What follows belongs to an exercise in optimizing a design on an open flow for small area; a production flow would make more cautious choices.
Function was checked by simulation only, so behaviour that the tests miss may differ from the original.

==> inputs of job 3111 <==
==> flow/design.v <==
module fmc_pbit_rx_deser #(
  parameter int DATA_WIDTH     = 30,
  parameter int NUM_PBITS      = 1369,
  parameter int NUM_WORDS      = (NUM_PBITS + DATA_WIDTH - 1) / DATA_WIDTH,
  parameter int TIMEOUT_CYCLES = 64
) (
  input  logic                  clk,
  input  logic                  rst,
  input  logic [DATA_WIDTH-1:0] link_data,
  input  logic                  link_valid,
  input  logic                  link_sof,
  input  logic                  hold,
  output logic [NUM_PBITS-1:0]  pbits_out,
  output logic                  frame_done,
  output logic [15:0]           frame_count,
  output logic                  err_sync,
  output logic                  err_timeout,
  output logic                  err_overrun
);
  localparam int WCW = $clog2(NUM_WORDS);
  localparam int GCW = $clog2(TIMEOUT_CYCLES);
  localparam int SW  = (NUM_WORDS - 1) * DATA_WIDTH;    
  localparam int LW  = NUM_PBITS - SW;                  
  logic           collect_q, commit_q;                  
  logic [WCW-1:0] wcnt_q;                               
  logic [GCW-1:0] gap_q;                                
  logic [SW-1:0]  shadow_q;
  logic [LW-1:0]  last_q;
  logic [NUM_PBITS-1:0] pbits_q;
  logic [15:0]    cnt_q;
  logic           done_q, sync_q, tout_q, ovr_q;
  logic sof, word, release_c, start, push, last, tout;
  assign sof       = link_valid & link_sof;
  assign word      = link_valid & ~link_sof;
  assign release_c = commit_q & ~hold;
  assign start     = sof & (~commit_q | ~hold);
  assign last      = collect_q & word & (wcnt_q == WCW'(NUM_WORDS - 1));
  assign push      = start | (collect_q & word & ~last);
  assign tout      = collect_q & ~link_valid & (&gap_q);
  logic push_n, last_n, com, com_n;
  assign push_n = ~push;
  assign last_n = ~last;
  assign com    = release_c & ~rst;
  assign com_n  = ~release_c & ~rst;
  logic [SW-1:0]        shadow_d;
  logic [LW-1:0]        last_d;
  logic [NUM_PBITS-1:0] pbits_d;
  fmc_pbit_rx_deser_ao #(SW) u_shadow_ao (
    .a(push), .x({link_data, shadow_q[SW-1:DATA_WIDTH]}), .b(push_n), .y(shadow_q), .z(shadow_d));
  fmc_pbit_rx_deser_ao #(LW) u_last_ao (
    .a(last), .x(link_data[LW-1:0]), .b(last_n), .y(last_q), .z(last_d));
  fmc_pbit_rx_deser_ao #(NUM_PBITS) u_pbits_ao (
    .a(com), .x({last_q, shadow_q}), .b(com_n), .y(pbits_q), .z(pbits_d));
  always_ff @(posedge clk) begin
    shadow_q <= shadow_d;
    last_q   <= last_d;
    pbits_q  <= pbits_d;
  end
  always_ff @(posedge clk) begin
    if (rst) begin
      collect_q <= 1'b0;
      commit_q  <= 1'b0;
      wcnt_q    <= '0;
      gap_q     <= '0;
      cnt_q     <= '0;
      done_q    <= 1'b0;
      sync_q    <= 1'b0;
      tout_q    <= 1'b0;
      ovr_q     <= 1'b0;
    end else begin
      done_q <= release_c;
      sync_q <= ~commit_q & link_valid & (collect_q ? link_sof : ~link_sof);
      tout_q <= tout;
      ovr_q  <= commit_q & (hold ? link_valid : word);
      if (release_c) cnt_q <= cnt_q + 16'd1;
      if (start) begin
        collect_q <= 1'b1;
        commit_q  <= 1'b0;
        wcnt_q    <= WCW'(1);
      end else if (last) begin
        collect_q <= 1'b0;
        commit_q  <= 1'b1;
      end else if (collect_q & word) begin
        wcnt_q    <= wcnt_q + WCW'(1);
      end else if (tout | release_c) begin
        collect_q <= 1'b0;
        commit_q  <= 1'b0;
      end
      if (~collect_q | link_valid | tout) gap_q <= '0;
      else gap_q <= gap_q + GCW'(1);
    end
  end
  assign pbits_out   = pbits_q;
  assign frame_done  = done_q;
  assign frame_count = cnt_q;
  assign err_sync    = sync_q;
  assign err_timeout = tout_q;
  assign err_overrun = ovr_q;
endmodule
module fmc_pbit_rx_deser_ao #(
  parameter int W = 1
) (
  input  logic         a,
  input  logic [W-1:0] x,
  input  logic         b,
  input  logic [W-1:0] y,
  output logic [W-1:0] z
);
  assign z = ({W{a}} & x) | ({W{b}} & y);
endmodule
==> flow/flow/run.sh <==
#!/bin/bash
# The standard ORFS layout, with two changes to how it is built:
#  - ports are buffered with the smallest buffer (buf_1) instead of the default pick;
#  - the clock tree uses clkbuf_4 with small sink clusters and no dummy loads.
# Everything else (synthesis, floorplan, power grid, placement, routing) is standard.sh as is.
set -euo pipefail
export BUFFER_PORTS_ARGS="-buffer_cell sky130_fd_sc_hd__buf_1"
export CTS_ARGS="-sink_clustering_enable -repair_clock_nets -dont_use_dummy_load -buf_list sky130_fd_sc_hd__clkbuf_4 -sink_clustering_size 8 -sink_clustering_max_diameter 40"
bash standard.sh > standard_make.log 2>&1
==> flow/standard.sh <==
#!/bin/bash
# synth_recipe.tcl (not shown) runs the flow's synth.tcl, then flattens the netlist and writes it again
# the make line also repeats each setting of config.mk as NAME=value (left out here)
make -C /OpenROAD-flow-scripts/flow DESIGN_CONFIG=/design/flow/config.mk WORK_HOME=/design/flow/orfs CLKGATE_MAP_FILE= SYNTH_SCRIPT=/design/flow/synth_recipe.tcl "${@:-finish}"
==> flow/config.mk <==
export PLATFORM = sky130hd
export DESIGN_NAME = fmc_pbit_rx_deser
export DESIGN_NICKNAME = fmc_pbit_rx_deser
export VERILOG_FILES = /design/flow/design.v
export SDC_FILE = /design/flow/constraint.sdc
export NUM_CORES = 4
export LEC_CHECK = 0
export CAP_MARGIN = 20
export CORE_MARGIN = 2
export CORE_UTILIZATION = 40
export PLACE_DENSITY = 0.8
export SLEW_MARGIN = 20
export SYNTH_HIERARCHICAL = 1
==> flow/constraint.sdc <==
create_clock -name core_clock -period 8.0 [get_ports {clk}]
set_input_delay 1.6000 -clock core_clock [delete_from_list [all_inputs] [get_ports {clk}]]
set_output_delay 1.6000 -clock core_clock [all_outputs]
set_load 0.01 [all_outputs]
==> job 8855 (differences from job 3111) <==
--- a/flow/flow/run.sh
+++ b/flow/flow/run.sh
@@ -6,4 +6,4 @@
 set -euo pipefail
 export BUFFER_PORTS_ARGS="-buffer_cell sky130_fd_sc_hd__buf_1"
-export CTS_ARGS="-sink_clustering_enable -repair_clock_nets -dont_use_dummy_load -buf_list sky130_fd_sc_hd__clkbuf_4 -sink_clustering_size 8 -sink_clustering_max_diameter 40"
+export CTS_ARGS="-sink_clustering_enable -repair_clock_nets -dont_use_dummy_load -buf_list sky130_fd_sc_hd__clkbuf_4 -sink_clustering_size 10 -sink_clustering_max_diameter 40"
 bash standard.sh > standard_make.log 2>&1
CORE_AREA = 2 2 998 178   (was not set)
CORE_MARGIN = not set   (was 2)
CORE_UTILIZATION = not set   (was 40)
DIE_AREA = 0 0 1000 180   (was not set)
==> job 5708 (differences from job 3111) <==
==> flow/run.sh (new file) <==
#!/bin/bash
# synth_recipe.tcl (not shown) runs the flow's synth.tcl, then flattens the netlist and writes it again
# the make line also repeats each setting of config.mk as NAME=value (left out here)
make -C /OpenROAD-flow-scripts/flow DESIGN_CONFIG=/design/flow/config.mk WORK_HOME=/design/flow/orfs CLKGATE_MAP_FILE= SYNTH_SCRIPT=/design/flow/synth_recipe.tcl finish
PLACE_DENSITY = not set   (was 0.8)
removed: flow/flow/run.sh
removed: flow/standard.sh
==> job 2969 (differences from job 3111) <==
--- a/flow/flow/run.sh
+++ b/flow/flow/run.sh
@@ -6,4 +6,4 @@
 set -euo pipefail
 export BUFFER_PORTS_ARGS="-buffer_cell sky130_fd_sc_hd__buf_1"
-export CTS_ARGS="-sink_clustering_enable -repair_clock_nets -dont_use_dummy_load -buf_list sky130_fd_sc_hd__clkbuf_4 -sink_clustering_size 8 -sink_clustering_max_diameter 40"
+export CTS_ARGS="-sink_clustering_enable -repair_clock_nets -dont_use_dummy_load -buf_list sky130_fd_sc_hd__clkbuf_4 -sink_clustering_size 10 -sink_clustering_max_diameter 40"
 bash standard.sh > standard_make.log 2>&1
==> flow_summary.ini <==
[global_routing]
grtUsageMet2 = 0.414

[final_layout]
drive_gt1_frac = 0.0666
clk_share = 0.0887
fin_area_mm2 = 0.108

[power]
p_seq_frac = 0.510

[critical_path]
r2r_slack_ns = 4.67

[status]
status = timing/DRC/antenna clean

[cts]
root_buffer = clkbuf_16
(the above is from job 5708)
==> flow_summary.ini <==
[final_layout]
clk_share = 0.0287
fin_area_mm2 = 0.0926
drive_gt1_frac = 0.0558
clkbuf_count = 354

[status]
status = timing/DRC/antenna clean

[power]
p_seq_frac = 0.673
p_int_uw = 17100

[global_routing]
grtUsageMet2 = 0.343

[cts]
root_buffer = clkbuf_4
(the above is from job 2969)
==> flow_summary.ini <==
[synthesis]
synthCells = 6258

[global_routing]
grtUsageMet2 = 0.388

[critical_path]
r2r_slack_ns = 3.96

[cts]
cts.sinks = 2772
root_buffer = clkbuf_4

[power]
p_seq_frac = 0.677

[timing]
rsz0062_at_grt = no

[final_layout]
drive_gt1_frac = 0.0506

[status]
status = timing/DRC/antenna clean
(the above is from job 8855)
==> flow_summary.ini <==
[cts]
root_buffer = clkbuf_4

[die]
die_w_um = 462

[critical_path]
r2r_slack_ns = 3.90

[synthesis]
netlist_area_mm2 = 0.0840

[final_layout]
fin_area_mm2 = 0.0931
drive_gt1_frac = 0.0632

[hold_path]
min_path_type = flip-flop to flip-flop

[status]
status = timing/DRC/antenna clean

[global_routing]
grtUsageMet2 = 0.350

[power]
p_seq_frac = 0.661
(the above is from job 3111)

==> static timing again, ports no longer ideal <==
In the flow no input, the clock included, has a driving cell. The finished layouts below were timed again as built, in two steps. Step 1, drivers: a clkbuf_16 drives clk and a buf_2 each remaining input, both assumed. Step 2 also shifts input and output timing later by t, the mid clock arrival at the registers, as if the neighbouring blocks saw the same clock. a / b / c = no drivers / after step 1 / after step 2; a / b = the first two.
run | t, ns | slack for setup (ns) | worst setup path at the end | worst slew at a driven data input, ns | cell pins on the clock port's net
job 3111 | 1.434 | 3.900 / 3.900 / 2.531 | input to register | 0.20 | 1
job 8855 | 1.285 | 3.934 / 3.961 / 2.678 | input to register | 0.08 | 1
job 5708 | 1.008 | 3.926 / 3.912 / 2.905 | input to register | 0.15 | 1
job 2969 | 1.419 | 3.803 / 3.803 / 2.553 | input to register | 0.19 | 1
After both steps every run listed still meets setup and hold. For job 3111, which loses most, drivers alone change the setup slack by 0.000 ns; drivers and shift together by -1.369 ns.
